Background: an optimization exercise with open tools, aiming at small area, a short achievable clock period and few clock cycles per item. Do not read the settings as production practice.
Function was checked by simulation only, so behaviour that the tests miss may differ from the original.
Power figures rest on the tool's default switching activity, not on a simulated workload.

Design arima_serial_core, start of the top module:
module arima_serial_core
#(
    parameter int N     = 32,
    parameter int Q     = 15,
    parameter int P_MAX = 8,
    parameter int Q_MAX = 8,
    parameter int D_MAX = 2
) (
    input  logic                         clk,
    input  logic                         rst_n,
    input  logic                         clr,
    input  logic [$clog2(P_MAX+1)-1:0]   cfg_p,
    input  logic [$clog2(Q_MAX+1)-1:0]   cfg_q,
    input  logic [$clog2(D_MAX+1)-1:0]   cfg_d,
    input  logic [P_MAX*N-1:0]           ar_coef,
    input  logic [Q_MAX*N-1:0]           ma_coef,
    input  logic signed [N-1:0]          cont,
    input  logic signed [N-1:0]          kalman_beta,
    output logic                         overflow,
    output logic                         busy,
    input  logic                         in_valid,
    output logic                         in_ready,
    input  logic signed [N-1:0]          in_data,
    output logic                         out_valid,
    input  logic                         out_ready,
    output logic signed [N-1:0]          out_data
);
Settings: LEC_CHECK=0, CAP_MARGIN=20, CORE_MARGIN=2, CORE_UTILIZATION=40, CTS_CLUSTER_DIAMETER=80, CTS_CLUSTER_SIZE=30, SLEW_MARGIN=20; clock period 14.0 ns.
standard.sh (not shown) runs the stock make flow with config.mk's settings and CLKGATE_MAP_FILE= SYNTH_SCRIPT=/design/flow/synth_recipe.tcl, a recipe that flattens the netlist after the stock synthesis.
==> flow/flow/run.sh <==
#!/bin/bash
# Own flow: the standard layout, with two changes to how it is made:
#  - the port buffers are the smallest buffer (sky130_fd_sc_hd__buf_1) instead of
#    buffer_ports' default choice;
#  - timing repair aims for 9.9 ns of setup slack (a 4.1 ns period) (it stops at what it can reach), so it
#    works on the design's slowest paths even though the 14 ns clock is met.
# Synthesis, floorplan, power grid, tap cells, the clock and the SDC are the standard flow's.
set -euo pipefail
export BUFFER_PORTS_ARGS="-buffer_cell sky130_fd_sc_hd__buf_1"
export SETUP_SLACK_MARGIN=9.9
bash standard.sh > standard_flow.log 2>&1
Testbench counts at the start, summed over its fixed seeds: cycles 23,697, items 2,560.
Rerun with:
==> flow/flow/run.sh (replaced) <==
#!/bin/bash
# Own flow: the standard layout, with two changes to how it is made:
#  - the port buffers are the smallest buffer (sky130_fd_sc_hd__buf_1) instead of
#    buffer_ports' default choice;
#  - timing repair aims for 9.75 ns of setup slack (a 4.25 ns period) (it stops at what it can reach), so it
#    works on the design's slowest paths even though the 14 ns clock is met.
# Synthesis, floorplan, power grid, tap cells, the clock and the SDC are the standard flow's.
set -euo pipefail
export BUFFER_PORTS_ARGS="-buffer_cell sky130_fd_sc_hd__buf_1"
export SETUP_SLACK_MARGIN=9.75
bash standard.sh > standard_flow.log 2>&1
- CTS_CLUSTER_DIAMETER: 80 -> 60
- CTS_CLUSTER_SIZE: 30 -> 25
- The changed run passed the timing, DRC and antenna checks
- wire length went down by 2.9%
- sequential power barely changes
- cell count went down by 0.34%
- synthesized cell count does not change
- non-clock buffer count went down by 93
Rerun with:
==> flow/flow/run.sh (replaced) <==
#!/bin/bash
# Own flow: the standard layout, with two changes to how it is made:
#  - the port buffers are the smallest buffer (sky130_fd_sc_hd__buf_1) instead of
#    buffer_ports' default choice;
#  - timing repair aims for 9.9 ns of setup slack (a 4.1 ns period) (it stops at what it can reach), so it
#    works on the design's slowest paths even though the 14 ns clock is met.
# Synthesis, floorplan, power grid, tap cells, the clock and the SDC are the standard flow's.
set -euo pipefail
export BUFFER_PORTS_ARGS="-buffer_cell sky130_fd_sc_hd__buf_1"
export SETUP_SLACK_MARGIN=9.9
bash standard.sh > standard_flow.log 2>&1
- CTS_CLUSTER_DIAMETER: 60 -> default
- CTS_CLUSTER_SIZE: 25 -> default
The changed run completed with no timing, DRC or antenna violations. Worst hold slack is worse by 28 ps. Final area increases by about 3%. Routed wire length increases by 3.7%. Register-to-register slack is better by 60 ps. Cell count increases by 1.3%. Count of clock-buffer cells in the layout increases by 48. Total power increases by about 5.6%. Setup slack barely changes. Via count increases by about 2.3%. Global-route usage increases by 0.39 points.
Rerun with:
==> flow/flow/run.sh (replaced) <==
#!/bin/bash
# Own flow: the standard layout, with two changes to how it is made:
#  - the port buffers are the smallest buffer (sky130_fd_sc_hd__buf_1) instead of
#    buffer_ports' default choice;
#  - timing repair aims for 9.75 ns of setup slack (a 4.25 ns period) (it stops at what it can reach), so it
#    works on the design's slowest paths even though the 14 ns clock is met.
# Synthesis, floorplan, power grid, tap cells, the clock and the SDC are the standard flow's.
set -euo pipefail
export BUFFER_PORTS_ARGS="-buffer_cell sky130_fd_sc_hd__buf_1"
export SETUP_SLACK_MARGIN=9.75
bash standard.sh > standard_flow.log 2>&1
The changed run completed with no timing, DRC or antenna violations.
Setup slack gets worse by 12 ps.
Die area stays the same.
Via count is lower by 1.9%.
Cell area is lower by 3.0%.
Sequential cell count stays the same.
Total power is lower by 5.0%.
Rerun with:
- CTS_CLUSTER_DIAMETER: default -> 80
- CTS_CLUSTER_SIZE: default -> 30
- total power decreases by about 2.3%
- routed wire length increases by 0.41%
- final area decreases by about 0.8%
- first-iteration DRC count increases by about 6%
- hold slack is better by 25 ps
- critical path depth does not change
- worst setup slack is better by 35 ps
- core utilization decreases by 0.38 points
- register-to-register slack is better by 20 ps

==> afterwards: timing with drivers on the ports <==
No port has a modelled driver above. Below, the same layouts with a new extraction and two added sets of constraints.
Step 1 assumes that a clkbuf_16 drives the clock port and a buf_2 every other input.
Step 2, shift: input delay + t, output delay - t, t = (earliest + latest rising clock arrival at the registers) / 2. This alone moves slack from input paths to output paths.
a / b / c = ideal ports / drivers / drivers and shift; a / b = the first two.
run	t, ns	setup slack, ns	worst setup path after step 2	cell pins on the clock port's net
the first run	0.814	9.782 / 9.699 / 9.212	input to register	1
the second run	0.835	9.746 / 9.657 / 9.171	input to register	1
the third run	0.853	9.745 / 9.653 / 9.239	input to register	1
the fourth run	0.846	9.733 / 9.651 / 9.149	input to register	1
the fifth run	0.809	9.769 / 9.687 / 9.119	input to register	1
After both steps every run listed still meets setup and hold. The setup slack of the fifth run, which loses most, moves by -0.082 ns with the drivers and by -0.650 ns with both steps.
